This is an optimization exercise on Yosys and OpenROAD, whose aim is small area, a short achievable clock period and few clock cycles, not a production implementation.
In this exercise RTL edits were held to simulation tests only and were not proved equivalent to the original.
Power and IR drop assume default switching activity.

File: flow/design.v
package bsm_pkg;
  localparam int PIX_W  = 8;    
  localparam int POS_W  = 4;    
  localparam int SIZE_W = 5;    
  localparam int CS_W   = 10;   
  localparam int SUM_W  = 12;   
endpackage
module bsm_ram #(
  parameter int WIDTH = 8
) (
  input  logic             clk,
  input  logic             wr,
  input  logic [WIDTH-1:0] wdata,
  input  logic [3:0]       seg,
  output logic [WIDTH-1:0] tail,
  output logic [WIDTH-1:0] tail_next    
);
  logic [WIDTH-1:0] head;
  logic [WIDTH-1:0] s1;
  logic [WIDTH-1:0] s2 [2];
  logic [WIDTH-1:0] s4 [4];
  logic [WIDTH-1:0] s7 [7];
  logic [WIDTH-1:0] m1, m2, m3, m4;
  assign m1 = seg[0] ? s1    : head;
  assign m2 = seg[1] ? s2[1] : m1;
  assign m3 = seg[2] ? s4[3] : m2;
  assign m4 = seg[3] ? s7[6] : m3;
  assign tail_next = m4;
  always_ff @(posedge clk) begin
    head  <= wr ? wdata : tail;
    s1    <= head;
    s2[0] <= m1;
    s2[1] <= s2[0];
    s4[0] <= m2;
    for (int i = 1; i < 4; i++) s4[i] <= s4[i-1];
    s7[0] <= m3;
    for (int i = 1; i < 7; i++) s7[i] <= s7[i-1];
    tail  <= m4;
  end
endmodule
import bsm_pkg::*;
module bsm_div
(
  input  logic              clk,
  input  logic              rst,
  input  logic              adv,
  input  logic              sv,
  input  logic [SUM_W-1:0]  s,
  input  logic              rows3,
  input  logic              cols3,
  output logic              dv,
  output logic [PIX_W-1:0]  q
);
  logic        xv, x9, y9;
  logic [13:0] x, xa, xb;
  logic [16:0] x7;
  logic [13:0] y;
  logic [19:0] m;
  assign xa = (!rows3 && !cols3) ? {s[10:0], 3'd0} : {s, 2'd0};
  assign xb = (rows3 && cols3) ? 14'd0 : ((rows3 != cols3) ? 14'({s, 1'b0}) : 14'(s));
  assign x7 = {x, 3'd0} - 17'(x);
  assign m  = {y, 6'd0} + 20'(y) + (y9 ? 20'd1088 : 20'd1280);
  assign q  = m[18:11];
  always_ff @(posedge clk) begin
    if (adv) begin
      x  <= xa + xb;
      x9 <= rows3 && cols3;
      y  <= x7[16:3];
      y9 <= x9;
    end
    if (rst) begin
      xv <= 1'b0;
      dv <= 1'b0;
    end else if (adv) begin
      xv <= sv;
      dv <= xv;
    end
  end
endmodule
import bsm_pkg::*;
module bsm_dp
(
  input  logic              clk,
  input  logic              rst,
  input  logic              adv,
  input  logic              ev,
  input  logic              flush,
  input  logic              mask_b,
  input  logic              rows3,
  input  logic              c0,
  input  logic              c1,
  input  logic              cl,
  input  logic [PIX_W-1:0]  pix,
  input  logic [PIX_W-1:0]  up1,
  input  logic [PIX_W-1:0]  up1_next,
  input  logic [PIX_W-1:0]  up2_next,
  output logic              sv,       
  output logic [SUM_W-1:0]  s,
  output logic              s_rows3,
  output logic              s_cols3
);
  logic [PIX_W:0]    ab;
  logic [CS_W-1:0]   cs, w0, w1, w2;
  logic [CS_W:0]     pair;
  logic              jv, jc1, jcl, jrows3, ep;
  assign cs = CS_W'(flush ? '0 : pix) + (mask_b ? CS_W'(up1) : CS_W'(ab));
  always_ff @(posedge clk) begin
    ab <= (PIX_W+1)'(up1_next) + (PIX_W+1)'(up2_next);
    if (adv) begin
      if (ev) begin
        if (c0) begin
          w2 <= cs;
        end else if (c1) begin
          w0 <= cs;
          w1 <= w2;
        end else begin
          w0 <= cs;
          w1 <= w0;
          w2 <= w1;
        end
      end
      pair   <= c1 ? (CS_W+1)'(w2) : (CS_W+1)'(w0) + (CS_W+1)'(w1);
      jc1    <= c1;
      jcl    <= cl;
      jrows3 <= rows3;
      s       <= SUM_W'(w0) + (ep ? SUM_W'(w1) : SUM_W'(pair));
      s_cols3 <= jv && !jc1;
      if (jv) begin
        s_rows3 <= jrows3;
      end
    end
    if (rst) begin
      jv <= 1'b0;
      ep <= 1'b0;
      sv <= 1'b0;
    end else if (adv) begin
      jv <= ev && !c0;
      ep <= jv && jcl;
      sv <= jv || ep;
    end
  end
endmodule
import bsm_pkg::*;
module bsm_ctrl
(
  input  logic              clk,
  input  logic              rst,
  input  logic              cfg_write,
  input  logic [SIZE_W-1:0] image_size,
  input  logic              in_valid,
  output logic              in_stall,
  input  logic [PIX_W-1:0]  pixel,
  input  logic              adv,        
  input  logic              adv_next,   
  output logic [3:0]        side_m1,
  output logic [3:0]        seg,
  output logic [PIX_W-1:0]  pix_q,
  output logic              wr,         
  output logic              ev,         
  output logic              ev_fl,      
  output logic              flushing,   
  output logic              mask_b,     
  output logic              rows3,      
  output logic              c0,         
  output logic              c1,         
  output logic              cl          
);
  logic              pv;
  logic [3:0]        row, col, hd, fcol;
  logic              r1, rg1;    
  logic              acc, pv_n, aligned, flush_ok, last_w, fl_done;
  logic [3:0]        row_n, col_n, hd_n, fcol_n;
  logic              flushing_n, ok_next;
  logic              row0, col0, col_last, row_last, hd_last, rephase;
  assign row0     = (row == 4'd0);
  assign col0     = (col == 4'd0);
  assign col_last = (col == side_m1);
  assign row_last = (row == side_m1);
  assign hd_last  = (hd == side_m1);
  assign rephase  = row0 && col0 && !flushing;
  assign aligned  = (hd == col) || rephase;
  assign flush_ok = !flushing || row0;
  assign wr       = pv && adv && aligned && flush_ok;
  assign ev_fl    = flushing && adv && (hd == fcol);
  assign ev       = (wr && !row0) || ev_fl;
  assign mask_b   = !flushing && r1;
  assign rows3    = !flushing && rg1;
  assign c0       = (hd == 4'd0);
  assign c1       = (hd == 4'd1);
  assign cl       = hd_last;
  assign last_w   = wr && row_last && col_last;
  assign fl_done  = ev_fl && hd_last;
  assign acc  = in_valid && !in_stall;
  assign pv_n = acc || (pv && !wr);
  always_comb begin
    row_n = row;
    col_n = col;
    if (wr) begin
      if (col_last) begin
        col_n = 4'd0;
        row_n = row_last ? 4'd0 : row + 4'd1;
      end else begin
        col_n = col + 4'd1;
      end
    end
    if (cfg_write) begin
      row_n = 4'd0;
      col_n = 4'd0;
    end
    if (wr && rephase) begin
      hd_n = 4'd1;
    end else begin
      hd_n = hd_last ? 4'd0 : hd + 4'd1;
    end
    flushing_n = flushing;
    fcol_n     = fcol;
    if (ev_fl) begin
      fcol_n = fcol + 4'd1;
    end
    if (fl_done) begin
      flushing_n = 1'b0;
    end
    if (last_w) begin
      flushing_n = 1'b1;
      fcol_n     = 4'd0;
    end
  end
  assign ok_next = acc && (wr || (!pv && rephase));
  always_ff @(posedge clk) begin
    if (acc) begin
      pix_q <= pixel;
    end
    seg[3] <= (side_m1 >= 4'd8);
    seg[2:0] <= (side_m1 >= 4'd8) ? 3'(side_m1 - 4'd8) : 3'(side_m1 - 4'd1);
    if (rst) begin
      side_m1  <= 4'd15;
      pv       <= 1'b0;
      row      <= 4'd0;
      r1       <= 1'b0;
      rg1      <= 1'b0;
      col      <= 4'd0;
      hd       <= 4'd0;
      fcol     <= 4'd0;
      flushing <= 1'b0;
      in_stall <= 1'b0;
    end else begin
      if (cfg_write) begin
        if (image_size[4]) begin
          side_m1 <= 4'd15;
        end else if (image_size[3:1] == 3'd0) begin
          side_m1 <= 4'd1;
        end else begin
          side_m1 <= image_size[3:0] - 4'd1;
        end
      end
      pv       <= pv_n;
      row      <= row_n;
      r1       <= (row_n == 4'd1);
      rg1      <= (row_n > 4'd1);
      col      <= col_n;
      hd       <= hd_n;
      fcol     <= fcol_n;
      flushing <= flushing_n;
      in_stall <= pv_n && !(adv_next && ok_next);
    end
  end
endmodule
import bsm_pkg::*;
module box_smoothing_3x3_edge_mean
#(
  parameter int MAX_SIDE = 16
) (
  input  logic              clk,
  input  logic              rst,
  input  logic              cfg_write,
  input  logic [SIZE_W-1:0] image_size,
  input  logic              in_valid,
  output logic              in_stall,
  input  logic [PIX_W-1:0]  pixel,
  output logic              out_valid,
  input  logic              out_stall,
  output logic [PIX_W-1:0]  smoothed,
  output logic [POS_W-1:0]  out_row,
  output logic [POS_W-1:0]  out_col,
  output logic              last_of_run,
  output logic              frame_done
);
  logic             adv, adv_next, skid_v, skid_v_n;
  logic [PIX_W-1:0] skid_q;
  logic [3:0]       side_m1, seg;
  logic [PIX_W-1:0] pix_q, up1, up2, up1_next, up2_next;
  logic             wr, ev, ev_fl, flush, mask_b, rows3, c0, c1, cl;
  logic             sv, s_rows3, s_cols3, dv;
  logic [SUM_W-1:0] s;
  logic [PIX_W-1:0] q;
  logic             out_free, inc, xfer;
  logic [3:0]       nrow, ncol;
  assign adv      = !skid_v;
  assign inc      = dv && adv;
  assign out_free = !out_valid || !out_stall;
  assign xfer     = out_valid && !out_stall;
  assign skid_v_n = skid_v ? !out_free : (inc && !out_free);
  assign adv_next = !skid_v_n;
  bsm_ctrl u_ctrl (
    .clk       (clk),
    .rst       (rst),
    .cfg_write (cfg_write),
    .image_size(image_size),
    .in_valid  (in_valid),
    .in_stall  (in_stall),
    .pixel     (pixel),
    .adv       (adv),
    .adv_next  (adv_next),
    .side_m1   (side_m1),
    .seg       (seg),
    .pix_q     (pix_q),
    .wr        (wr),
    .ev        (ev),
    .ev_fl     (ev_fl),
    .flushing  (flush),
    .mask_b    (mask_b),
    .rows3     (rows3),
    .c0        (c0),
    .c1        (c1),
    .cl        (cl)
  );
  bsm_ram #(.WIDTH(PIX_W)) u_up1 (
    .clk  (clk),
    .wr   (wr),
    .wdata(pix_q),
    .seg  (seg),
    .tail (up1),
    .tail_next(up1_next)
  );
  bsm_ram #(.WIDTH(PIX_W)) u_up2 (
    .clk  (clk),
    .wr   (wr),
    .wdata(up1),
    .seg  (seg),
    .tail (up2),
    .tail_next(up2_next)
  );
  bsm_dp u_dp (
    .clk    (clk),
    .rst    (rst),
    .adv    (adv),
    .ev     (ev),
    .flush  (flush),
    .mask_b (mask_b),
    .rows3  (rows3),
    .c0     (c0),
    .c1     (c1),
    .cl     (cl),
    .pix    (pix_q),
    .up1    (up1),
    .up1_next(up1_next),
    .up2_next(up2_next),
    .sv     (sv),
    .s      (s),
    .s_rows3(s_rows3),
    .s_cols3(s_cols3)
  );
  bsm_div u_div (
    .clk  (clk),
    .rst  (rst),
    .adv  (adv),
    .sv   (sv),
    .s    (s),
    .rows3(s_rows3),
    .cols3(s_cols3),
    .dv   (dv),
    .q    (q)
  );
  always_comb begin
    if (out_col == side_m1) begin
      ncol = 4'd0;
      nrow = (out_row == side_m1) ? 4'd0 : out_row + 4'd1;
    end else begin
      ncol = out_col + 4'd1;
      nrow = out_row;
    end
  end
  always_ff @(posedge clk) begin
    if (adv) begin
      skid_q <= q;
    end
    if (out_free) begin
      smoothed <= skid_v ? skid_q : q;
    end
    if (rst) begin
      skid_v      <= 1'b0;
      out_valid   <= 1'b0;
      out_row     <= 4'd0;
      out_col     <= 4'd0;
      last_of_run <= 1'b1;
      frame_done  <= 1'b0;
    end else begin
      skid_v <= skid_v_n;
      if (out_free) begin
        out_valid <= skid_v || inc;
      end
      if (cfg_write) begin
        out_row     <= 4'd0;
        out_col     <= 4'd0;
        last_of_run <= !(image_size <= SIZE_W'(2));
        frame_done  <= 1'b0;
      end else if (xfer) begin
        out_row     <= nrow;
        out_col     <= ncol;
        frame_done  <= (nrow == side_m1) && (ncol == side_m1);
        if (ncol == side_m1) begin
          last_of_run <= (nrow != side_m1 - 4'd1);
        end else if (ncol == side_m1 - 4'd1) begin
          last_of_run <= 1'b0;
        end else begin
          last_of_run <= (nrow != side_m1);
        end
      end
    end
  end
endmodule
File: flow/run.sh
#!/bin/bash
# synth_recipe.tcl (not shown) runs the flow's synth.tcl, then flattens the netlist and writes it again
# the make line also repeats each setting of config.mk as NAME=value (left out here)
make -C /OpenROAD-flow-scripts/flow DESIGN_CONFIG=/design/flow/config.mk WORK_HOME=/design/flow/orfs CLKGATE_MAP_FILE= SYNTH_SCRIPT=/design/flow/synth_recipe.tcl finish
File: flow/config.mk
export PLATFORM = sky130hd
export DESIGN_NAME = box_smoothing_3x3_edge_mean
export DESIGN_NICKNAME = box_smoothing_3x3_edge_mean
export VERILOG_FILES = /design/flow/design.v
export SDC_FILE = /design/flow/constraint.sdc
export NUM_CORES = 4
export LEC_CHECK = 0
export CAP_MARGIN = 20
export CORE_MARGIN = 2
export CORE_UTILIZATION = 40
export SETUP_SLACK_MARGIN = 3.9
export SLEW_MARGIN = 20
File: flow/constraint.sdc
create_clock -name core_clock -period 6.5 [get_ports {clk}]
set_input_delay 1.3000 -clock core_clock [delete_from_list [all_inputs] [get_ports {clk}]]
set_output_delay 1.3000 -clock core_clock [all_outputs]
set_load 0.01 [all_outputs]
==> flow_summary.json, run 1 <==
{
  "run_status": "timing/DRC/antenna clean",
  "clkPwrFrac_pct": 27.7,
  "cts_root_buffer": "clkbuf_16",
  "io_pins": 38,
  "r2r_cells": 16,
  "crit_chain": "buf_12, buf_4, buf_8, mux2_4, mux2_4, mux2_4, mux2_4, ha_4, inv_1, nor2_1, nor2_2, buf_4, buf_4, buf_4, buf_4, xnor2_1",
  "routed_wl_um": 30700,
  "wl_per_cell_um": 15.0,
  "power_frac_comb_pct": 27.4,
  "max_stage_delay_ns": 0.36,
  "post-route-util_pct": 50.2,
  "fillCellCount": 3443,
  "p_switching_w": 0.00249,
  "switching_share_pct": 28.8,
  "maxSlewViolCount": 0,
  "internal_power_w": 0.00617,
  "fmaxAchievable_ghz": 0.319,
  "clock-sinks": 423,
  "grt_max_degree": 60,
  "ys_types": 62,
  "min_to": "u_up1.s7[3][2]$_DFF_P_",
  "cp_max_fo": 7,
  "yosys_register_bits": 423,
  "startpoint_type": "flip-flop",
  "drv_cap": 0,
  "ys_seq_area_share_pct": 59.6,
  "synth_enable_flop_cells": 104,
  "hold_start": "u_up1.s7[2][2]$_DFF_P_",
  "p_leak_nw": 8.24,
  "drive_gt1_share_pct": 26.5,
  "end_kind": "flip-flop",
  "num_rows": 73,
  "cts_tree": "yes",
  "p_total_w": 0.00866,
  "hpwl_um": 19200,
  "syn_inst": 1339,
  "ys_async_sr_fraction_pct": 0,
  "n_antenna_cell": 0,
  "grt_pass1_vias": 9642,
  "ctsHoldBuffers": 0,
  "ir_worst_vdd_uv": 266,
  "syn_area_per_cell_um2": 11.9,
  "clk_latency_ns": 0.56,
  "floorplan.core_area_um2": 39500,
  "die_h_um": 204,
  "area_delta_synth_final_pct": 24.5,
  "pre_cts_ws_ns": 3.01,
  "via_per_inst": 4.77,
  "r2r-start": "u_ctrl.seg[0]$_DFF_P_",
  "synth_top_cell_by_area": "dfxtp_1",
  "fin_worst_skew_ns": 0.0208,
  "dieWidth_um": 204,
  "ant_nets": 0,
  "antenna_found_initial": 0,
  "dieArea_um2": 41500,
  "cts_buffers": 43,
  "fin_tns_setup_ns": 0,
  "num_vias": 9725,
  "hold_class": "flip-flop to flip-flop",
  "stdcell_area_um2": 19800,
  "synth.net_count": 1451,
  "cts_buffer_depth": 3,
  "ff2ff_setup_slack_ns": 3.36,
  "io_buffers": 37,
  "synth_top_area_share_pct": 40.0,
  "holdPathStages": 0,
  "fin_crit_sh_pct": 48.3,
  "start_util_pct": 40.3,
  "worstPathRequired_ns": 6.95,
  "htreeDepth": 2,
  "yosysWarnings": 8,
  "gr-total-overflow": 0,
  "worstPathArrival_ns": 3.59,
  "syn_area_um2": 15900,
  "drc": 0,
  "path_clk_slew_ns": 0.07,
  "setup_violations": 0,
  "seq_power_share_pct": 44.9,
  "synth_area_leaders": "dfxtp_1, edfxtp_1, mux2_2",
  "finalNetCount": 1593,
  "hold_viol_final": 0,
  "rsz0062_at_grt": "yes",
  "r2r-end": "u_dp.ab[4]$_DFF_P_",
  "place_area_um2": 17000,
  "drtPass1Iterations": 7,
  "slew_headroom_pct": 48.5,
  "power_density_nw_per_um2": 436,
  "grt_pass1_wl_um": 49200,
  "cpMostUsedCell": "buf_4",
  "worst-slew-pin-transition_ns": 0.773,
  "slowest_stage": "dfxtp_4",
  "place.gp.congestion": 0.780,
  "grtUsageTotal_pct": 14.7,
  "period_needed_ns": 3.14,
  "drt_iter0_drc": 420,
  "critical_path_class": "flip-flop to flip-flop",
  "worst_slack_ns": 3.36,
  "synth-main-ff-cell": "dfxtp_1"
}
[what timing repair did]
item | 4_1_cts | 5_1_grt
buffers inserted | 64 | 26
cloned | 1 | 1
endpoints found under the setup margin | 102 | 62
pin swaps | 43 | 64
gates resized for setup | 120 | 75
[kinds of logic after synthesis]
| logic type | after synthesis | share of synthesized area [%] |
|---|---|---|
| DFF | 423 | 59.6 |
| and+or+nand+nor | 334 | 9.63 |
| AOI/OAI and AO/OA | 171 | 6.85 |
| muxes | 118 | 8.20 |
| xor gates and xnor gates | 104 | 5.71 |
| buffers and inverters | 95 | 2.33 |
| adders and majority gates | 94 | 7.66 |
[worst max-delay path: cells and delay by family, from the launching register on]
| kind | cells | cell delay (ns) |
|---|---|---|
| flip-flops | 1 | 0.36 |
| multiplexers | 4 | 1.14 |
| adder cells (fa/ha/maj) | 1 | 0.27 |
| buffers and inverters | 8 | 0.92 |
| XOR/XNOR | 1 | 0.11 |
| AND/OR/NAND/NOR | 2 | 0.22 |
[power by group through the flow]
stage / clock network [W] / registers (W) / logic (W)
floorplan: 0 / 0.00384 / 0.00146
global placement: 0 / 0.00393 / 0.00186
detailed placement: 0 / 0.00393 / 0.00191
CTS: 0.00246 / 0.00389 / 0.00216
global route: 0.00256 / 0.00397 / 0.00263
finish: 0.00240 / 0.00389 / 0.00237
[sequential cells by signal, summed over array words and instances (netlist names), 9 cells and up]
register	count
u_up1.s7	56
u_up2.s7	56
u_up1.s4	32
u_up2.s4	32
u_up1.s2	16
u_up2.s2	16
u_div.x	14
u_div.y	14
u_dp.s	12
u_dp.pair	11
u_dp.w0	10
u_dp.w1	10
u_dp.w2	10
u_dp.ab	9
[through the flow]
stage	hold WS, ns	cells
finish	0.315	2040
global route	0.319	2040
CTS	0.317	2013
detailed placement	0.312	1869
global placement	0.310	1869
floorplan	0.310	1339
[area by class of cell]
| class | count | area [um^2] | area share, % |
|---|---|---|---|
| sequential | 423 | 9560 | 48.2 |
| multi-input combinational | 821 | 6840 | 34.5 |
| clock buffer | 64 | 1280 | 6.44 |
| timing repair buffer | 134 | 1160 | 5.84 |
| tap | 525 | 657 | 3.31 |
| inverter | 56 | 221 | 1.12 |
| clock inverter | 15 | 124 | 0.624 |
| timing repair inverter | 2 | 10.0 | 0.0504 |
[routing by layer]
metal  vias to the layer above  GRT usage, %  wire length (um)
li1                       4907             -                 -
met1                      4632          19.1             14200
met2                       134          24.8             14800
met3                        52          2.75              1020
met4                         0          4.56               657
met5                         -             0                 0
[cell usage in the layout (no fill, tap or decap), types with 45 or more instances in the layout]
cell type | Yosys | final
dfxtp_1 | 319 | 300
nand2_1 | 130 | 129
edfxtp_1 | 104 | 104
nor2_1 | 88 | 82
buf_4 | 1 | 79
mux2_2 | 101 | 77
ha_1 | 88 | 73
xnor2_1 | 65 | 58
inv_1 | 56 | 49
clkbuf_16 | 0 | 45
[synth_stat cells, types with 4 or more instances]
master / n
dfxtp_1: 319
nand2_1: 130
edfxtp_1: 104
mux2_2: 101
ha_1: 88
nor2_1: 88
xnor2_1: 65
a21oi_1: 58
inv_1: 56
xor2_1: 39
o21ai_0: 32
nor3_1: 28
clkbuf_1: 26
nor2b_1: 23
o21bai_1: 18
mux2i_1: 17
a21o_1: 15
nand3_1: 14
nand2b_1: 9
buf_1: 8
fa_1: 6
nand4_1: 6
o21a_1: 6
a31oi_1: 5
nor3b_1: 5
nor4_1: 5
o211ai_1: 5
or2_2: 5
a211oi_1: 4
[how the worst max path moves through the flow]
stage	start	end	slack (ns)	cells past startpoint
6_report	u_ctrl.seg[0]$_DFF_P_	u_dp.ab[4]$_DFF_P_	3.36	16
5_1_grt	u_ctrl.seg[0]$_DFF_P_	u_dp.ab[8]$_DFF_P_	3.23	15
4_1_cts	u_ctrl.seg[0]$_DFF_P_	u_dp.ab[8]$_DFF_P_	3.40	15
3_5_place_dp	u_ctrl.flushing$_SDFFE_PP0P_	u_dp.w2[8]$_DFFE_PP_	3.01	12
3_3_place_gp	u_ctrl.seg[0]$_DFF_P_	u_dp.ab[8]$_DFF_P_	3.11	15
2_1_floorplan	u_ctrl.seg[0]$_DFF_P_	u_dp.ab[8]$_DFF_P_	3.43	16
Testbench counts, summed over its fixed seeds: cycles 10,935.
==> inputs of run 2 (changes only) <==
--- a/flow/config.mk
+++ b/flow/config.mk
@@ -6,4 +6,5 @@
 export NUM_CORES = 4
 export LEC_CHECK = 0
+export ABC_CLOCK_PERIOD_IN_PS = 2600
 export CAP_MARGIN = 20
 export CORE_MARGIN = 2
==> flow_summary.json, run 2 <==
{
  "gr-total-overflow": 0,
  "power_density_nw_per_um2": 436,
  "clock-sinks": 423,
  "p_switching_w": 0.00249,
  "wl_per_cell_um": 15.0,
  "synth.net_count": 1451,
  "ys_types": 62,
  "power_frac_comb_pct": 27.4,
  "yosysMostFrequentCell": "dfxtp_1",
  "maxSlewViolCount": 0,
  "drtPass1Iterations": 7,
  "io_pins": 38,
  "end_kind": "flip-flop",
  "num_rows": 73,
  "drv_cap": 0,
  "htreeDepth": 2,
  "startpoint_type": "flip-flop",
  "worst-slew-pin-transition_ns": 0.773,
  "antenna_found_initial": 0,
  "reg.largest.list": "u_up1.s7: 56 flops, u_up2.s7: 56 flops",
  "cts_buffer_depth": 3,
  "critical_path_class": "flip-flop to flip-flop",
  "worstSetupStartpoint": "u_ctrl.seg[0]$_DFF_P_",
  "clkPwrFrac_pct": 27.7,
  "path_clk_slew_ns": 0.07,
  "setup_violations": 0,
  "fin_cells": 2040,
  "p_leak_nw": 8.24,
  "drive_gt1_share_pct": 26.5,
  "drc": 0,
  "floorplan.core_area_um2": 39500,
  "slew_headroom_pct": 48.5,
  "ant_nets": 0,
  "synth_enable_flop_cells": 104,
  "yosys_register_bits": 423,
  "hold_class": "flip-flop to flip-flop",
  "cts_buffers": 43,
  "whs_ns": 0.315,
  "via_per_inst": 4.77,
  "syn_area_per_cell_um2": 11.9,
  "grt_max_degree": 60,
  "clk_latency_ns": 0.56,
  "layout_commonest_cell": "dfxtp_1",
  "fin_worst_skew_ns": 0.0208,
  "grt_pass1_wl_um": 49200,
  "dieArea_um2": 41500,
  "syn_area_um2": 15900,
  "internal_power_w": 0.00617,
  "rsz0062_at_grt": "yes",
  "synth_top_cell_by_area": "dfxtp_1",
  "r2r-start": "u_ctrl.seg[0]$_DFF_P_",
  "num_vias": 9725,
  "p_total_w": 0.00866,
  "grt_pass1_vias": 9642,
  "cts_tree": "yes",
  "finalNetCount": 1593,
  "period_needed_ns": 3.14,
  "post-place-cells": 1869,
  "place.gp.congestion": 0.780,
  "hpwl_um": 19200,
  "n_antenna_cell": 0,
  "die_h_um": 204,
  "start_util_pct": 40.3,
  "synth-main-ff-cell": "dfxtp_1",
  "ys_async_sr_fraction_pct": 0,
  "routed_wl_um": 30700,
  "place_area_um2": 17000,
  "fmaxAchievable_ghz": 0.319,
  "netlist_top_cells_count": "dfxtp_1, nand2_1, edfxtp_1",
  "cp_max_fo": 7,
  "hold_start": "u_up1.s7[2][2]$_DFF_P_",
  "fin_tns_setup_ns": 0,
  "ys_seq_area_share_pct": 59.6,
  "area_delta_synth_final_pct": 24.5,
  "synth_area_leaders": "dfxtp_1, edfxtp_1, mux2_2",
  "worstPathRequired_ns": 6.95,
  "ir_worst_vdd_uv": 266,
  "grtUsageTotal_pct": 14.7,
  "stdcell_area_um2": 19800,
  "ctsHoldBuffers": 0,
  "synth_top_area_share_pct": 40.0,
  "yosysWarnings": 8,
  "switching_share_pct": 28.8,
  "run_status": "timing/DRC/antenna clean",
  "drt_iter0_drc": 420,
  "cts_root_buffer": "clkbuf_16",
  "syn_inst": 1339,
  "dieWidth_um": 204,
  "final_cell_mix": "dfxtp_1, nand2_1, edfxtp_1, nor2_1, buf_4",
  "fin_crit_sh_pct": 48.3,
  "io_buffers": 37,
  "worstPathArrival_ns": 3.59,
  "seq_power_share_pct": 44.9,
  "hold_viol_final": 0
}
[run 2: power by group through the flow]
stage	clock [W]	sequential, W	combinational, W
after floorplan	0	0.00384	0.00146
after global placement	0	0.00393	0.00186
after detailed placement	0	0.00393	0.00191
after CTS	0.00246	0.00389	0.00216
after global routing	0.00256	0.00397	0.00263
final	0.00240	0.00389	0.00237
[run 2: kinds of logic (layout without fill, tap and decap cells)]
| group | Yosys count | in the layout | share of synthesized area, % |
|---|---|---|---|
| XOR/XNOR | 104 | 104 | 5.71 |
| multiplexers | 118 | 118 | 8.20 |
| flip-flops | 423 | 423 | 59.6 |
| AND/OR/NAND/NOR | 334 | 334 | 9.63 |
| AO/OA/AOI/OAI | 171 | 171 | 6.85 |
| adder cells (fa/ha/maj) | 94 | 94 | 7.66 |
| buffers and inverters | 95 | 271 | 2.33 |
[run 2: cell type report]
class                           instances  area, um^2
Multi-Input combinational cell        821        6840
Clock buffer                           64        1280
Timing Repair Buffer                  134        1160
Inverter                               56         221
Clock inverter                         15         124
Fill cell                            3443       19700
Tap cell                              525         657
Timing Repair inverter                  2        10.0
Sequential cell                       423        9560
[run 2: metrics by stage]
stage	utilization, %	setup slack (ns)
6_report	50.2	3.36
5_1_grt	50.2	3.23
4_1_cts	48.8	3.40
3_5_place_dp	43.0	3.01
3_3_place_gp	43.0	3.11
2_1_floorplan	-	3.43
[run 2: worst max-delay path, cell delays in order, from the launching register on]
cell,delay (ns)
dfxtp_4,0.36
buf_12,0.13
buf_4,0.13
buf_8,0.13
mux2_4,0.30
mux2_4,0.28
mux2_4,0.27
mux2_4,0.29
ha_4,0.27
inv_1,0.04
nor2_1,0.15
nor2_2,0.07
buf_4,0.13
buf_4,0.12
buf_4,0.12
buf_4,0.12
xnor2_1,0.11
[run 2: routing by layer]
| metal | vias up | track usage (%) | routed length [um] |
|---|---|---|---|
| li1 | 4907 | - | - |
| met1 | 4632 | 19.1 | 14200 |
| met2 | 134 | 24.8 | 14800 |
| met3 | 52 | 2.75 | 1020 |
| met4 | 0 | 4.56 | 657 |
| met5 | - | 0 | 0 |
[run 2: path summary, 6_finish.rpt]
check | end | slack (ns) | depth (start not counted)
max | u_dp.ab[4]$_DFF_P_ | 3.36 | 16
max reg2reg | u_dp.ab[4]$_DFF_P_ | 3.36 | 16
min | u_up1.s7[3][2]$_DFF_P_ | 0.31 | 0
min reg2reg | u_up1.s7[3][2]$_DFF_P_ | 0.31 | 0
[run 2: timing repair]
item                                    4_1_cts  5_1_grt
pin swaps                                    43       64
cloned                                        1        1
gates resized for setup                     120       75
setup buffers                                64       26
endpoints found under the setup margin      102       62
==> inputs of run 3 (changes only) <==
--- a/flow/design.v
+++ b/flow/design.v
@@ -13,28 +13,31 @@
   input  logic [WIDTH-1:0] wdata,
   input  logic [3:0]       seg,
+  input  logic             s2,
   output logic [WIDTH-1:0] tail,
-  output logic [WIDTH-1:0] tail_next    
+  output logic [WIDTH-1:0] tail_next
 );
   logic [WIDTH-1:0] head;
   logic [WIDTH-1:0] s1;
-  logic [WIDTH-1:0] s2 [2];
-  logic [WIDTH-1:0] s4 [4];
-  logic [WIDTH-1:0] s7 [7];
+  logic [WIDTH-1:0] sg2 [2];
+  logic [WIDTH-1:0] sg4 [4];
+  logic [WIDTH-1:0] sg6 [6];
+  logic [WIDTH-1:0] t0;
   logic [WIDTH-1:0] m1, m2, m3, m4;
-  assign m1 = seg[0] ? s1    : head;
-  assign m2 = seg[1] ? s2[1] : m1;
-  assign m3 = seg[2] ? s4[3] : m2;
-  assign m4 = seg[3] ? s7[6] : m3;
-  assign tail_next = m4;
+  assign m1 = seg[0] ? s1     : head;
+  assign m2 = seg[1] ? sg2[1] : m1;
+  assign m3 = seg[2] ? sg4[3] : m2;
+  assign m4 = seg[3] ? sg6[5] : m3;
+  assign tail_next = s2 ? head : t0;
   always_ff @(posedge clk) begin
-    head  <= wr ? wdata : tail;
-    s1    <= head;
-    s2[0] <= m1;
-    s2[1] <= s2[0];
-    s4[0] <= m2;
-    for (int i = 1; i < 4; i++) s4[i] <= s4[i-1];
-    s7[0] <= m3;
-    for (int i = 1; i < 7; i++) s7[i] <= s7[i-1];
-    tail  <= m4;
+    head   <= wr ? wdata : tail;
+    s1     <= head;
+    sg2[0] <= m1;
+    sg2[1] <= sg2[0];
+    sg4[0] <= m2;
+    for (int i = 1; i < 4; i++) sg4[i] <= sg4[i-1];
+    sg6[0] <= m3;
+    for (int i = 1; i < 6; i++) sg6[i] <= sg6[i-1];
+    t0     <= m4;
+    tail   <= tail_next;
   end
 endmodule
@@ -47,6 +50,7 @@
   input  logic              sv,
   input  logic [SUM_W-1:0]  s,
-  input  logic              rows3,
-  input  logic              cols3,
+  input  logic              n9,       
+  input  logic              n6,
+  input  logic              n4,
   output logic              dv,
   output logic [PIX_W-1:0]  q
@@ -57,6 +61,6 @@
   logic [13:0] y;
   logic [19:0] m;
-  assign xa = (!rows3 && !cols3) ? {s[10:0], 3'd0} : {s, 2'd0};
-  assign xb = (rows3 && cols3) ? 14'd0 : ((rows3 != cols3) ? 14'({s, 1'b0}) : 14'(s));
+  assign xa = n4 ? {s[10:0], 3'd0} : {s, 2'd0};
+  assign xb = (n6 ? 14'({s, 1'b0}) : 14'd0) | (n4 ? 14'(s) : 14'd0);
   assign x7 = {x, 3'd0} - 17'(x);
   assign m  = {y, 6'd0} + 20'(y) + (y9 ? 20'd1088 : 20'd1280);
@@ -65,5 +69,5 @@
     if (adv) begin
       x  <= xa + xb;
-      x9 <= rows3 && cols3;
+      x9 <= n9;
       y  <= x7[16:3];
       y9 <= x9;
@@ -97,11 +101,14 @@
   output logic              sv,       
   output logic [SUM_W-1:0]  s,
-  output logic              s_rows3,
-  output logic              s_cols3
+  output logic              s_n9,     
+  output logic              s_n6,
+  output logic              s_n4
 );
   logic [PIX_W:0]    ab;
   logic [CS_W-1:0]   cs, w0, w1, w2;
   logic [CS_W:0]     pair;
-  logic              jv, jc1, jcl, jrows3, ep;
+  logic              jv, jc1, jcl, jrows3, ep, hr3, r3, c3;
+  assign r3 = jv ? jrows3 : hr3;
+  assign c3 = jv && !jc1;
   assign cs = CS_W'(flush ? '0 : pix) + (mask_b ? CS_W'(up1) : CS_W'(ab));
   always_ff @(posedge clk) begin
@@ -111,11 +118,7 @@
         if (c0) begin
           w2 <= cs;
-        end else if (c1) begin
-          w0 <= cs;
-          w1 <= w2;
         end else begin
           w0 <= cs;
-          w1 <= w0;
-          w2 <= w1;
+          w1 <= c1 ? w2 : w0;
         end
       end
@@ -125,8 +128,10 @@
       jrows3 <= rows3;
       s       <= SUM_W'(w0) + (ep ? SUM_W'(w1) : SUM_W'(pair));
-      s_cols3 <= jv && !jc1;
       if (jv) begin
-        s_rows3 <= jrows3;
+        hr3 <= jrows3;
       end
+      s_n9 <= r3 && c3;
+      s_n6 <= r3 != c3;
+      s_n4 <= !r3 && !c3;
     end
     if (rst) begin
@@ -155,4 +160,5 @@
   output logic [3:0]        side_m1,
   output logic [3:0]        seg,
+  output logic              s2,
   output logic [PIX_W-1:0]  pix_q,
   output logic              wr,         
@@ -231,6 +237,7 @@
       pix_q <= pixel;
     end
+    s2     <= (side_m1 == 4'd1);
     seg[3] <= (side_m1 >= 4'd8);
-    seg[2:0] <= (side_m1 >= 4'd8) ? 3'(side_m1 - 4'd8) : 3'(side_m1 - 4'd1);
+    seg[2:0] <= (side_m1 >= 4'd8) ? 3'(side_m1 - 4'd8) : 3'(side_m1 - 4'd2);
     if (rst) begin
       side_m1  <= 4'd15;
@@ -289,7 +296,8 @@
   logic [PIX_W-1:0] skid_q;
   logic [3:0]       side_m1, seg;
+  logic             s2;
   logic [PIX_W-1:0] pix_q, up1, up2, up1_next, up2_next;
   logic             wr, ev, ev_fl, flush, mask_b, rows3, c0, c1, cl;
-  logic             sv, s_rows3, s_cols3, dv;
+  logic             sv, s_n9, s_n6, s_n4, dv;
   logic [SUM_W-1:0] s;
   logic [PIX_W-1:0] q;
@@ -314,4 +322,5 @@
     .side_m1   (side_m1),
     .seg       (seg),
+    .s2        (s2),
     .pix_q     (pix_q),
     .wr        (wr),
@@ -330,4 +339,5 @@
     .wdata(pix_q),
     .seg  (seg),
+    .s2   (s2),
     .tail (up1),
     .tail_next(up1_next)
@@ -338,4 +348,5 @@
     .wdata(up1),
     .seg  (seg),
+    .s2   (s2),
     .tail (up2),
     .tail_next(up2_next)
@@ -358,6 +369,7 @@
     .sv     (sv),
     .s      (s),
-    .s_rows3(s_rows3),
-    .s_cols3(s_cols3)
+    .s_n9   (s_n9),
+    .s_n6   (s_n6),
+    .s_n4   (s_n4)
   );
   bsm_div u_div (
@@ -367,6 +379,7 @@
     .sv   (sv),
     .s    (s),
-    .rows3(s_rows3),
-    .cols3(s_cols3),
+    .n9   (s_n9),
+    .n6   (s_n6),
+    .n4   (s_n4),
     .dv   (dv),
     .q    (q)
--- a/flow/config.mk
+++ b/flow/config.mk
@@ -6,8 +6,9 @@
 export NUM_CORES = 4
 export LEC_CHECK = 0
-export ABC_CLOCK_PERIOD_IN_PS = 2600
 export CAP_MARGIN = 20
 export CORE_MARGIN = 2
 export CORE_UTILIZATION = 40
+export CTS_BUF_LIST = sky130_fd_sc_hd__clkbuf_8
+export CTS_CLUSTER_SIZE = 25
 export SETUP_SLACK_MARGIN = 3.9
 export SLEW_MARGIN = 20
==> flow_summary.json, run 3 <==
{
  "path_buf_inv": 0,
  "hold_viol_final": 0,
  "syn_area_um2": 16300,
  "ir_worst_vdd_uv": 261,
  "fin_worst_skew_ns": 0.0221,
  "worstPathArrival_ns": 3.04,
  "worstPathRequired_ns": 6.93,
  "cts_tree": "yes",
  "ys_seq_area_share_pct": 59.0,
  "drive_gt1_share_pct": 25.9,
  "synth_enable_flop_cells": 106,
  "path_clk_slew_ns": 0.07,
  "synth_area_leaders": "dfxtp_1, edfxtp_1, mux2_2",
  "synthAdderAreaFrac_pct": 7.66,
  "ys_async_sr_fraction_pct": 0,
  "grt_max_degree": 69,
  "worst-slew-pin-transition_ns": 0.959,
  "wl_per_cell_um": 14.4,
  "dieArea_um2": 42300,
  "start_util_pct": 40.7,
  "fmaxAchievable_ghz": 0.383,
  "grt_pass1_vias": 9855,
  "dieWidth_um": 206,
  "hpwl_um": 18800,
  "yosysMostFrequentCell": "dfxtp_1",
  "syn_inst": 1341,
  "num_rows": 73,
  "gr-total-overflow": 0,
  "layout_commonest_cell": "dfxtp_1",
  "synth_top_cell_by_area": "dfxtp_1",
  "run_status": "timing/DRC/antenna clean",
  "floorplan.core_area_um2": 39900,
  "routed_wl_um": 29500,
  "final_cell_mix": "dfxtp_1, mux2_2, edfxtp_1, nand2_1, inv_1",
  "synthSimpleGateAreaFrac_pct": 9.19,
  "slowest_stage": "fa_1",
  "synthXorXnorAreaFrac_pct": 5.53,
  "hold_class": "flip-flop to flip-flop",
  "reg.largest.list": "u_up1.sg6: 48 flops, u_up2.sg6: 48 flops",
  "finalNetCount": 1586,
  "die_h_um": 206,
  "synth_mux_area_share_pct": 8.45,
  "crit_chain": "fa_1, ha_1, nand2_1, o21bai_1, a21oi_2, o21ai_2, a31oi_4, or4_1, a31oi_1",
  "netlist_top_cells_count": "dfxtp_1, mux2_2, edfxtp_1",
  "p_leak_nw": 8.14,
  "fin_tns_setup_ns": 0,
  "critPathTopFamily": "compound AO/OA/AOI/OAI gates",
  "place.gp.congestion": 0.780,
  "end_kind": "flip-flop",
  "drv_cap": 0,
  "cts_buffers": 68,
  "yosys_register_bits": 426,
  "synth.net_count": 1455,
  "clock-sinks": 426,
  "power_density_nw_per_um2": 414,
  "ant_nets": 0,
  "rsz0062_at_grt": "yes",
  "ff2ff_setup_slack_ns": 3.89,
  "cts_root_buffer": "clkbuf_8",
  "synth-main-ff-cell": "dfxtp_1",
  "ys_types": 72,
  "htreeDepth": 3,
  "post-place-cells": 1858,
  "cts_buffer_depth": 3,
  "yosysWarnings": 8,
  "syn_area_per_cell_um2": 12.1,
  "n_antenna_cell": 0,
  "io_pins": 38,
  "synth_top_family_by_area": "simple AND/OR/NAND/NOR gates",
  "drc": 0,
  "period_needed_ns": 2.61,
  "antenna_found_initial": 0,
  "via_per_inst": 4.80,
  "maxSlewViolCount": 0,
  "fin_crit_sh_pct": 40.1,
  "clk_latency_ns": 0.61,
  "io_buffers": 37,
  "setup_violations": 0,
  "grtUsageTotal_pct": 14.1,
  "drt_iter0_drc": 471,
  "fin_cells": 2049,
  "max_stage_delay_ns": 0.49,
  "slew_headroom_pct": 36.0,
  "critical_path_class": "flip-flop to flip-flop",
  "grt_pass1_wl_um": 48100,
  "drtPass1Iterations": 5,
  "area_delta_synth_final_pct": 19.6,
  "fillCellCount": 3535,
  "num_vias": 9825,
  "cp_max_fo": 6,
  "synth_compound_area_share_pct": 7.50,
  "startpoint_type": "flip-flop",
  "synth_top_area_share_pct": 39.4
}
## run 3: what timing repair did
item                       4_1_cts  5_1_grt
pin swaps                       16       31
setup endpoints to repair       90       64
hold buffers                     0        0
resized for setup               88       59
gates cloned                     0        1
buffers inserted                26       42
## run 3: cell type report
| class | instances | area (um^2) | share of cell area, % |
|---|---|---|---|
| Clock buffer | 81 | 1110 | 5.73 |
| Clock inverter | 41 | 273 | 1.40 |
| Inverter | 62 | 240 | 1.23 |
| Multi-Input combinational cell | 805 | 6630 | 34.1 |
| Sequential cell | 426 | 9640 | 49.5 |
| Tap cell | 525 | 657 | 3.38 |
| Timing Repair Buffer | 109 | 906 | 4.66 |
## run 3: final timing paths
path / start / endpoint / depth (start not counted)
worst min-delay path: u_up2.sg2[0][3]$_DFF_P_ / u_up2.sg2[1][3]$_DFF_P_ / 0
worst min register to register: u_up2.sg2[0][3]$_DFF_P_ / u_up2.sg2[1][3]$_DFF_P_ / 0
worst max-delay path: u_div.y[2]$_DFFE_PN_ / smoothed[7]$_DFFE_PN_ / 9
worst max register to register: u_div.y[2]$_DFFE_PN_ / smoothed[7]$_DFFE_PN_ / 9
## run 3: logic make-up after synthesis
kind of cell,after synthesis
compound gates,184
xor+xnor,101
fa+ha+maj,96
buf+inv,111
flops,426
mux,123
simple gates,300
## run 3: metrics by stage
stage / area (um^2) / worst slack (ns) / utilization (%) / hold WS (ns) / power, W
2_1_floorplan: 16400 / 3.89 / - / 0.310 / 0.00513
3_3_place_gp: 17200 / 3.27 / 43.1 / 0.310 / 0.00553
3_5_place_dp: 17200 / 3.20 / 43.1 / 0.312 / 0.00559
4_1_cts: 18900 / 3.79 / 47.5 / 0.320 / 0.00801
5_1_grt: 19500 / 3.71 / 48.7 / 0.324 / 0.00858
6_report: 19500 / 3.89 / 48.7 / 0.304 / 0.00805
## run 3: where the power goes
group          leakage (nW)  total [W]  switching [W]  internal [W]
Sequential             3.74    0.00383       0.000258       0.00357
Clock                 0.800    0.00227        0.00104       0.00123
Combinational          3.60    0.00195       0.000976      0.000976
Total                  8.14    0.00805        0.00228       0.00578
## run 3: metal layers
metal	track usage [%]	wire length [um]	vias up	share of wire [%]
li1	-	-	4972	-
met1	18.2	13800	4634	47
met2	23.1	13900	153	47
met5	0	0	-	0
met4	5.32	769	0	2.6
met3	3.25	1110	66	3.8
Testbench counts of run 3, summed over its fixed seeds: cycles 10,935.
==> inputs of run 4 (changes only) <==
--- a/flow/config.mk
+++ b/flow/config.mk
@@ -9,6 +9,4 @@
 export CORE_MARGIN = 2
 export CORE_UTILIZATION = 40
-export CTS_BUF_LIST = sky130_fd_sc_hd__clkbuf_8
-export CTS_CLUSTER_SIZE = 25
 export SETUP_SLACK_MARGIN = 3.9
 export SLEW_MARGIN = 20
==> flow_summary.json, run 4 <==
{
  "cts_buffer_depth": 3,
  "hold_class": "flip-flop to flip-flop",
  "ys_seq_area_share_pct": 59.0,
  "yosys_register_bits": 426,
  "regArea_um2": 9640,
  "met2_length_um": 14100,
  "via_per_inst": 4.82,
  "synth_top_cell_by_area": "dfxtp_1",
  "end_kind": "flip-flop",
  "reg.largest.list": "u_up1.sg6: 48 flops, u_up2.sg6: 48 flops",
  "netlist_top_cells_count": "dfxtp_1, mux2_2, edfxtp_1",
  "synth_enable_flop_cells": 106,
  "slowest_stage": "edfxtp_1",
  "clk_latency_ns": 0.56,
  "area_delta_synth_final_pct": 20.6,
  "run_status": "timing/DRC/antenna clean",
  "drc": 0,
  "clock-sinks": 426,
  "setup_violations": 0,
  "hold_viol_final": 0,
  "place_area_um2": 17200,
  "syn_area_um2": 16300,
  "io_pins": 38,
  "cts_tree": "yes",
  "worstPathArrival_ns": 3.06,
  "syn_area_per_cell_um2": 12.1,
  "met3_wirelength_um": 886,
  "worstPathRequired_ns": 6.91,
  "maxSlewViolCount": 0,
  "power_frac_comb_pct": 23.8,
  "routed.top_layer": "met4",
  "path_buf_inv": 0,
  "num_vias": 9663,
  "cp_max_fo": 3,
  "fmaxAchievable_ghz": 0.377,
  "ctsHoldBuffers": 0,
  "power_density_nw_per_um2": 425,
  "syn_inst": 1341,
  "synth-main-ff-cell": "dfxtp_1",
  "dieArea_um2": 42300,
  "clkPwrFrac_pct": 30.3,
  "whs_ns": 0.317,
  "start_util_pct": 40.7,
  "layout_commonest_cell": "dfxtp_1",
  "wl_per_cell_um": 14.8,
  "startpoint_type": "flip-flop",
  "post-place-cells": 1858,
  "ys_types": 72,
  "stdcell_area_um2": 19600,
  "place.gp.congestion": 0.780,
  "fin_cells": 2005,
  "crit_chain": "mux2_4, ha_4, fa_2, a21o_1, a21oi_2, o21bai_1, a21oi_2, o21ai_2, a2111o_1, nand3_1",
  "ys_async_sr_fraction_pct": 0,
  "period_needed_ns": 2.65,
  "drt_iter0_drc": 397,
  "wirelength_met1_um": 14100,
  "antenna_found_initial": 0,
  "fin_worst_skew_ns": 0.0239,
  "drv_cap": 0,
  "seq_power_share_pct": 45.9,
  "p_leak_nw": 8.09,
  "cts_buffers": 42,
  "multi_input_area_um2": 6680,
  "p_switching_w": 0.00227,
  "fin_crit_sh_pct": 40.8,
  "critPathTopFamily": "compound AO/OA/AOI/OAI gates",
  "hpwl_um": 18800,
  "cts_root_buffer": "clkbuf_16",
  "grt_pass1_vias": 9697,
  "htreeDepth": 2,
  "synth_top_area_share_pct": 39.4,
  "final_cell_mix": "dfxtp_1, mux2_2, edfxtp_1, nand2_1, ha_1",
  "p_total_w": 0.00833,
  "yosysWarnings": 8,
  "routed_wl_um": 29600,
  "grtUsageTotal_pct": 14.0,
  "fin_tns_setup_ns": 0,
  "critical_path_class": "flip-flop to flip-flop",
  "drive_gt1_share_pct": 25.1,
  "internal_power_w": 0.00606,
  "grt_pass1_wl_um": 47900,
  "floorplan.core_area_um2": 39900,
  "dieWidth_um": 206,
  "cpMostUsedCell": "a21oi_2",
  "worst-slew-pin-transition_ns": 0.933,
  "n_antenna_cell": 0,
  "yosysMostFrequentCell": "dfxtp_1",
  "path_clk_slew_ns": 0.06,
  "die_h_um": 206,
  "switching_share_pct": 27.3,
  "synth_area_leaders": "dfxtp_1, edfxtp_1, mux2_2",
  "fillCellCount": 3490,
  "ir_worst_vdd_uv": 286,
  "finalNetCount": 1561,
  "num_rows": 73,
  "synth.net_count": 1455,
  "io_buffers": 37,
  "grt_max_degree": 69,
  "rsz0062_at_grt": "yes",
  "gr-total-overflow": 0,
  "max_stage_delay_ns": 0.44,
  "drtPass1Iterations": 4,
  "slew_headroom_pct": 37.7,
  "ant_nets": 0
}
## run 4: kinds of logic (layout without fill, tap and decap cells)
group                    Yosys count  count (layout)  share of synthesized area [%]
XOR/XNOR                         101             101                           5.53
AND/OR/NAND/NOR                  300             300                           9.19
buffers and inverters            111             249                           2.71
adder cells (fa/ha/maj)           96              96                           7.66
AO/OA/AOI/OAI                    184             185                           7.50
flip-flops                       426             426                           59.0
multiplexers                     123             123                           8.45
## run 4: final cells by class
cell class / count / area share, %
clock buffer: 59 / 6.31
tap: 525 / 3.35
sequential: 426 / 49.2
multi-input combinational: 805 / 34.0
inverter: 62 / 1.21
clock inverter: 18 / 1.21
timing repair buffer: 110 / 4.73
## run 4: worst reg2reg max path: cells and delay by family (launching register included)
kind / cells / cell delay [ns]
AND/OR/NAND/NOR: 1 / 0.07
multiplexers: 1 / 0.30
AO/OA/AOI/OAI: 6 / 1.11
flip-flops: 1 / 0.44
adder cells (fa/ha/maj): 2 / 0.57
## run 4: worst paths after layout
check | start | end | slack (ns) | cells after the start
worst max register to register | u_dp.w1[0]$_DFFE_PP_ | u_dp.s[10]$_DFFE_PN_ | 3.85 | 10
worst max-delay path | u_dp.w1[0]$_DFFE_PP_ | u_dp.s[10]$_DFFE_PN_ | 3.85 | 10
worst min-delay path | u_up2.sg6[0][6]$_DFF_P_ | u_up2.sg6[1][6]$_DFF_P_ | 0.32 | 0
worst min register to register | u_up2.sg6[0][6]$_DFF_P_ | u_up2.sg6[1][6]$_DFF_P_ | 0.32 | 0
## run 4: repair_timing
item / in CTS / in global routing
buffers inserted: 30 / 39
cloned: 1 / 0
resized for setup: 80 / 65
pin swaps: 21 / 37
setup endpoints to repair: 89 / 77
## run 4: power groups by stage
stage | registers, W | clock network, W | logic, W
floorplan | 0.00378 | 0 | 0.00135
global placement | 0.00387 | 0 | 0.00167
detailed placement | 0.00389 | 0 | 0.00171
CTS | 0.00383 | 0.00259 | 0.00186
global route | 0.00390 | 0.00269 | 0.00224
finish | 0.00382 | 0.00252 | 0.00198
## run 4: per-layer routing
metal / GRT usage [%] / up-vias
met2: 23.5 / 108
met4: 4.29 / 0
li1: - / 4896
met1: 18.4 / 4616
met5: 0 / -
met3: 2.44 / 43
## run 4: per-stage QoR
stage / setup WS (ns) / utilization, %
after floorplan: 3.89 / -
after global placement: 3.27 / 43.1
final: 3.85 / 49.1
after CTS: 3.79 / 47.8
after global routing: 3.73 / 49.1
after detailed placement: 3.20 / 43.1
==> inputs of run 5 (changes only) <==
--- a/flow/config.mk
+++ b/flow/config.mk
@@ -8,5 +8,6 @@
 export CAP_MARGIN = 20
 export CORE_MARGIN = 2
-export CORE_UTILIZATION = 40
+export CORE_UTILIZATION = 65
+export PLACE_DENSITY = 0.75
 export SETUP_SLACK_MARGIN = 3.9
 export SLEW_MARGIN = 20
==> flow_summary.json, run 5 <==
{
  "run_status": "timing/DRC/antenna clean",
  "slew_headroom_pct": 35.2,
  "syn_area_um2": 16300,
  "place.gp.congestion": 0.829,
  "hpwl_um": 19100,
  "seq_power_share_pct": 46.0,
  "crit_path_end": "u_div.x[12]$_DFFE_PN_",
  "yosys_register_bits": 426,
  "power_density_nw_per_um2": 437,
  "io_buffers": 37,
  "switching_share_pct": 28.4,
  "drive_gt1_share_pct": 24.0,
  "synth.net_count": 1455,
  "ir_worst_vdd_uv": 359,
  "cts_buffers": 41,
  "floorplan.core_area_um2": 24500,
  "period_needed_ns": 2.61,
  "post-place-cells": 1656,
  "die_h_um": 162,
  "r2r-end": "u_div.x[12]$_DFFE_PN_",
  "crit_chain": "buf_12, a22o_1, ha_2, fa_2, a21o_1, a21oi_2, o21bai_1, a21oi_2, o21a_1, or4b_4, o2111ai_1",
  "p_leak_nw": 8.01,
  "reg.largest.list": "u_up1.sg6: 48 flops, u_up2.sg6: 48 flops",
  "dieWidth_um": 162,
  "fin_crit_sh_pct": 40.1,
  "drt_iter0_drc": 488,
  "place_area_um2": 16900,
  "critical_path_class": "flip-flop to flip-flop",
  "setup_violations": 0,
  "cts_tree": "yes",
  "ys_async_sr_fraction_pct": 0,
  "fin_tns_setup_ns": 0,
  "start_util_pct": 66.5,
  "maxSlewViolCount": 0,
  "synth_top_area_share_pct": 39.4,
  "ff2ff_setup_slack_ns": 3.89,
  "gr-total-overflow": 0,
  "rsz0062_at_grt": "yes",
  "area_delta_synth_final_pct": 18.0,
  "worstSetupStartpoint": "u_dp.s_n4$_DFFE_PN_",
  "end_kind": "flip-flop",
  "clock-sinks": 426,
  "num_vias": 9853,
  "hold_class": "flip-flop to flip-flop",
  "layout_commonest_cell": "dfxtp_1",
  "routed_wl_um": 31300,
  "num_rows": 57,
  "wl_per_cell_um": 17.5,
  "drc": 0,
  "r2r-start": "u_dp.s_n4$_DFFE_PN_",
  "netlist_top_cells_count": "dfxtp_1, mux2_2, edfxtp_1",
  "fmaxAchievable_ghz": 0.383,
  "ctsHoldBuffers": 0,
  "cts_buffer_depth": 3,
  "worstPathArrival_ns": 2.88,
  "grt_max_degree": 69,
  "ys_seq_area_share_pct": 59.0,
  "cpMostUsedCell": "a21oi_2",
  "worstPathRequired_ns": 6.77,
  "slowest_stage": "edfxtp_1",
  "synth-main-ff-cell": "dfxtp_1",
  "fin_worst_skew_ns": 0.0221,
  "dieArea_um2": 26300,
  "synth_area_leaders": "dfxtp_1, edfxtp_1, mux2_2",
  "syn_area_per_cell_um2": 12.1,
  "critPathTopFamily": "compound AO/OA/AOI/OAI gates",
  "via_per_inst": 5.51,
  "stdcell_area_um2": 19200,
  "clk_latency_ns": 0.55,
  "antenna_found_initial": 0,
  "max_stage_delay_ns": 0.41,
  "hold_viol_final": 0,
  "path_buf_inv": 1,
  "power_frac_comb_pct": 24.6,
  "r2r_cells": 11,
  "startpoint_type": "flip-flop",
  "ys_types": 72,
  "n_antenna_cell": 0,
  "synth_enable_flop_cells": 106,
  "internal_power_w": 0.00601,
  "yosysWarnings": 8,
  "yosysMostFrequentCell": "dfxtp_1",
  "fin_cells": 1789,
  "grt_pass1_vias": 9993,
  "worst-slew-pin-transition_ns": 0.971,
  "path_clk_slew_ns": 0.06,
  "ant_nets": 0,
  "finalNetCount": 1547,
  "clkPwrFrac_pct": 29.5,
  "cts_root_buffer": "clkbuf_16",
  "grtUsageTotal_pct": 23.9,
  "path_depth": 11,
  "drv_cap": 0,
  "final_cell_mix": "dfxtp_1, mux2_2, edfxtp_1, nand2_1, ha_1",
  "synth_top_cell_by_area": "dfxtp_1",
  "cp_max_fo": 11,
  "syn_inst": 1341,
  "drtPass1Iterations": 5,
  "p_switching_w": 0.00238,
  "grt_pass1_wl_um": 50200,
  "htreeDepth": 2,
  "io_pins": 38
}
[run 5: kinds of logic (layout without fill, tap and decap cells)]
| kind of cell | count (synthesis) | after routing | share of synthesized area (%) |
|---|---|---|---|
| flip-flops | 426 | 426 | 59.0 |
| AO/OA/AOI/OAI | 184 | 185 | 7.50 |
| buffers and inverters | 111 | 234 | 2.71 |
| adder cells (fa/ha/maj) | 96 | 96 | 7.66 |
| AND/OR/NAND/NOR | 300 | 300 | 9.19 |
| XOR/XNOR | 101 | 101 | 5.53 |
| multiplexers | 123 | 123 | 8.45 |
[run 5: layout make-up]
cell class / count / area [um^2]
Clock buffer: 51 / 1190
Fill cell: 1471 / 5270
Sequential cell: 426 / 9650
Multi-Input combinational cell: 805 / 6630
Clock inverter: 24 / 272
Inverter: 62 / 245
Tap cell: 324 / 405
Timing Repair Buffer: 97 / 812
[run 5: how the worst min path moves through the flow]
stage / from / endpoint / slack, ns / cells after the start
2_1_floorplan: u_up1.sg2[0][0]$_DFF_P_ / u_up1.sg2[1][0]$_DFF_P_ / 0.31 / 0
3_3_place_gp: u_up2.sg4[0][0]$_DFF_P_ / u_up2.sg4[1][0]$_DFF_P_ / 0.31 / 0
3_5_place_dp: u_up1.sg4[0][3]$_DFF_P_ / u_up1.sg4[1][3]$_DFF_P_ / 0.31 / 0
4_1_cts: u_up1.sg4[1][4]$_DFF_P_ / u_up1.sg4[2][4]$_DFF_P_ / 0.33 / 0
5_1_grt: u_up2.sg6[4][4]$_DFF_P_ / u_up2.sg6[5][4]$_DFF_P_ / 0.33 / 0
6_report: u_up1.sg4[1][4]$_DFF_P_ / u_up1.sg4[2][4]$_DFF_P_ / 0.33 / 0
[run 5: power groups by stage]
stage | Combinational, W | Sequential (W) | Clock (W)
6_report | 0.00206 | 0.00386 | 0.00247
5_1_grt | 0.00227 | 0.00392 | 0.00262
4_1_cts | 0.00190 | 0.00387 | 0.00251
3_5_place_dp | 0.00174 | 0.00390 | 0
3_3_place_gp | 0.00168 | 0.00387 | 0
2_1_floorplan | 0.00135 | 0.00378 | 0
[run 5: worst register-to-register path: cells and delay by family (launching register included)]
kind                       cells  cell delay (ns)
AOI/OAI and AO/OA              7             1.09
adders and majority gates      2             0.55
DFF                            1             0.41
and+or+nand+nor                1             0.13
buffers and inverters          1             0.17
[run 5: routing by layer]
metal,vias to the layer above,share of wire (%),track usage (%)
li1,4859,-,-
met1,4777,43,29.0
met2,155,52,44.1
met3,62,3.3,3.47
met4,0,2.4,7.28
met5,-,0,0
[run 5: stage by stage]
step	total power (W)	hold slack [ns]	utilization, %	worst slack [ns]
detailed placement	0.00564	0.312	69.2	3.36
floorplan	0.00513	0.310	-	3.89
global route	0.00882	0.332	78.5	3.75
global placement	0.00554	0.310	69.2	3.42
CTS	0.00828	0.328	76.7	3.88
finish	0.00840	0.325	78.5	3.89
[run 5: repair_timing]
| action | in CTS | in global routing |
|---|---|---|
| pin swaps | 24 | 37 |
| gates cloned | 1 | 0 |
| buffers inserted | 26 | 31 |
| resized for setup | 76 | 51 |
| endpoints found under the setup margin | 121 | 74 |
==> inputs of run 6 (changes only) <==
--- a/flow/config.mk
+++ b/flow/config.mk
@@ -8,6 +8,5 @@
 export CAP_MARGIN = 20
 export CORE_MARGIN = 2
-export CORE_UTILIZATION = 65
-export PLACE_DENSITY = 0.75
-export SETUP_SLACK_MARGIN = 3.9
+export CORE_UTILIZATION = 40
+export SETUP_SLACK_MARGIN = 4.0
 export SLEW_MARGIN = 20
==> flow_summary.json, run 6 <==
{
  "run_status": "timing/DRC/antenna clean",
  "hold_viol_final": 0,
  "post-place-cells": 1857,
  "start_util_pct": 40.7,
  "num_vias": 9844,
  "wl_per_cell_um": 14.9,
  "routed.top_layer": "met4",
  "synth_top_area_share_pct": 39.4,
  "syn_area_per_cell_um2": 12.1,
  "period_needed_ns": 2.61,
  "area_delta_synth_final_pct": 23.0,
  "grtUsageTotal_pct": 14.3,
  "hold_start": "u_up1.sg2[0][6]$_DFF_P_",
  "drive_gt1_share_pct": 28.2,
  "htreeDepth": 2,
  "drc": 0,
  "synth_area_leaders": "dfxtp_1, edfxtp_1, mux2_2",
  "final_cell_mix": "dfxtp_1, mux2_2, edfxtp_1, nand2_1, buf_4",
  "r2r_cells": 11,
  "syn_inst": 1341,
  "min_to": "u_up1.sg2[1][6]$_DFF_P_",
  "hpwl_um": 19000,
  "fmaxAchievable_ghz": 0.383,
  "synth.net_count": 1455,
  "holdPathStages": 0,
  "worst-slew-pin-transition_ns": 0.935,
  "place.gp.congestion": 0.798,
  "fin_worst_skew_ns": 0.0239,
  "end_kind": "flip-flop",
  "ys_async_sr_fraction_pct": 0,
  "netlist_top_cells_count": "dfxtp_1, mux2_2, edfxtp_1",
  "stdcell_area_um2": 20000,
  "die_h_um": 206,
  "grt_pass1_wl_um": 48700,
  "wirelength_met1_um": 14200,
  "gr-total-overflow": 0,
  "io_buffers": 37,
  "floorplan.core_area_um2": 39900,
  "drt_iter0_drc": 468,
  "n_antenna_cell": 0,
  "power_density_nw_per_um2": 422,
  "grt_max_degree": 69,
  "cts_buffer_depth": 3,
  "synth_top_cell_by_area": "dfxtp_1",
  "io_pins": 38,
  "maxSlewViolCount": 0,
  "path_clk_slew_ns": 0.06,
  "ir_worst_vdd_uv": 315,
  "yosys_register_bits": 426,
  "r2r-end": "u_div.x[12]$_DFFE_PN_",
  "grt_pass1_vias": 9852,
  "drtPass1Iterations": 4,
  "cts_tree": "yes",
  "critical_path_class": "flip-flop to flip-flop",
  "fin_crit_sh_pct": 40.1,
  "fillCellCount": 3467,
  "whs_ns": 0.322,
  "met3_wirelength_um": 889,
  "layout_commonest_cell": "dfxtp_1",
  "routed_wl_um": 30300,
  "synth-main-ff-cell": "dfxtp_1",
  "fin_tns_setup_ns": 0,
  "met2_length_um": 14500,
  "dieWidth_um": 206,
  "startpoint_type": "flip-flop",
  "r2r-start": "u_dp.s_n4$_DFFE_PN_",
  "drv_cap": 0,
  "clk_latency_ns": 0.56,
  "synth_enable_flop_cells": 106,
  "clock-sinks": 426,
  "via_per_inst": 4.85,
  "ff2ff_setup_slack_ns": 3.89,
  "post-route-util_pct": 50.1,
  "num_rows": 73,
  "place_area_um2": 17200,
  "yosysMostFrequentCell": "dfxtp_1",
  "rsz0062_at_grt": "yes",
  "p_leak_nw": 8.23,
  "worstPathArrival_ns": 2.99,
  "finalNetCount": 1587,
  "cts_root_buffer": "clkbuf_16",
  "slew_headroom_pct": 37.6,
  "ant_nets": 0,
  "cp_max_fo": 7,
  "ys_types": 72,
  "antenna_found_initial": 0,
  "ys_seq_area_share_pct": 59.0,
  "setup_violations": 0,
  "cts_buffers": 42,
  "worstPathRequired_ns": 6.88,
  "reg.largest.list": "u_up1.sg6: 48 flops, u_up2.sg6: 48 flops",
  "dieArea_um2": 42300,
  "hold_class": "flip-flop to flip-flop",
  "yosysWarnings": 8,
  "syn_area_um2": 16300,
  "fin_cells": 2031
}
## run 6: through the flow
| stage | setup slack [ns] | total power [W] |
|---|---|---|
| 6_report | 3.89 | 0.00845 |
| 5_1_grt | 3.76 | 0.00895 |
| 4_1_cts | 3.81 | 0.00830 |
| 3_5_place_dp | 3.37 | 0.00561 |
| 3_3_place_gp | 3.43 | 0.00556 |
| 2_1_floorplan | 3.89 | 0.00515 |
## run 6: cell families after synthesis
logic type | Yosys count | share of synthesized area, %
AO/OA/AOI/OAI | 184 | 7.50
buffers and inverters | 111 | 2.71
flip-flops | 426 | 59.0
multiplexers | 123 | 8.45
XOR/XNOR | 101 | 5.53
AND/OR/NAND/NOR | 300 | 9.19
adder cells (fa/ha/maj) | 96 | 7.66
## run 6: worst max path at each step
stage                                 end                    startpoint  slack [ns]  cells past startpoint
floorplan           u_div.x[12]$_DFFE_PN_           u_dp.s_n4$_DFFE_PN_        3.89                     12
global placement     u_dp.w0[9]$_DFFE_PP_  u_ctrl.flushing$_SDFFE_PP0P_        3.43                     11
detailed placement   u_dp.w0[8]$_DFFE_PP_  u_ctrl.flushing$_SDFFE_PP0P_        3.37                     12
CTS                 smoothed[7]$_DFFE_PN_            u_div.y9$_DFFE_PN_        3.81                     10
global route        smoothed[7]$_DFFE_PN_            u_div.y9$_DFFE_PN_        3.76                     10
finish              u_div.x[12]$_DFFE_PN_           u_dp.s_n4$_DFFE_PN_        3.89                     11
## run 6: routing by layer
metal | track usage [%] | vias up
met4 | 4.50 | 0
met2 | 24.4 | 107
met3 | 2.53 | 56
li1 | - | 4949
met5 | 0 | -
met1 | 18.3 | 4732
## run 6: repair_timing
| item | CTS | global route |
|---|---|---|
| cloned | 1 | 0 |
| setup endpoints to repair | 132 | 81 |
| hold buffers | 0 | 0 |
| gates resized for setup | 123 | 88 |
| buffers inserted | 61 | 35 |
| pin swaps | 43 | 62 |
## run 6: report_power, final
group | internal, W | switching [W] | total, W
clock network | 0.00144 | 0.00101 | 0.00245
registers | 0.00357 | 0.000261 | 0.00383
logic | 0.00111 | 0.00106 | 0.00217
total | 0.00612 | 0.00233 | 0.00845
## run 6: critical path: stages (launching register included)
cell	delay, ns
edfxtp_1	0.42
buf_12	0.16
buf_8	0.13
a22o_4	0.25
ha_4	0.27
a21o_1	0.12
a21oi_2	0.06
o21bai_1	0.17
a21oi_2	0.08
o21a_1	0.21
or4b_4	0.48
o2111ai_2	0.09
## run 6: cell type report
cell class	count	area (um^2)	area share (%)
sequential	426	9660	48.3
multi-input combinational	805	6820	34.1
clock buffer	63	1260	6.32
timing repair buffer	136	1170	5.84
tap	525	657	3.28
inverter	62	259	1.29
clock inverter	14	176	0.882

static timing again, ports no longer ideal:
The results above use ideal ports. As a check the final layouts listed here were re-extracted and re-timed, cells and wires unchanged.
Step 1 (the two cells are an assumption about what drives the block):
set clk [get_ports {clk}]
set_driving_cell -lib_cell sky130_fd_sc_hd__clkbuf_16 $clk
set_driving_cell -lib_cell sky130_fd_sc_hd__buf_2 [delete_from_list [all_inputs] $clk]
Step 2 also shifts input and output timing later by t, the mid clock arrival at the registers, as if the neighbouring blocks saw the same clock.
a / b / c = ideal ports / drivers / drivers and shift; a / b = the first two.
run | shift t [ns] | slack for setup (ns) | hold WS [ns]
run 1 | 0.595 | 3.361 / 3.361 / 3.361 | 0.315 / 0.315 / 0.315
run 2 | 0.595 | 3.361 / 3.361 / 3.361 | 0.315 / 0.315 / 0.315
run 3 | 0.647 | 3.891 / 3.891 / 3.440 | 0.304 / 0.304 / 0.304
run 4 | 0.598 | 3.850 / 3.850 / 3.460 | 0.317 / 0.317 / 0.317
run 5 | 0.587 | 3.892 / 3.892 / 3.409 | 0.325 / 0.325 / 0.325
run 6 | 0.599 | 3.892 / 3.892 / 3.567 | 0.322 / 0.322 / 0.322
After both steps setup and hold are still met in every run listed. For run 5, which loses most, drivers alone change the setup slack by 0.000 ns; drivers and shift together by -0.483 ns.
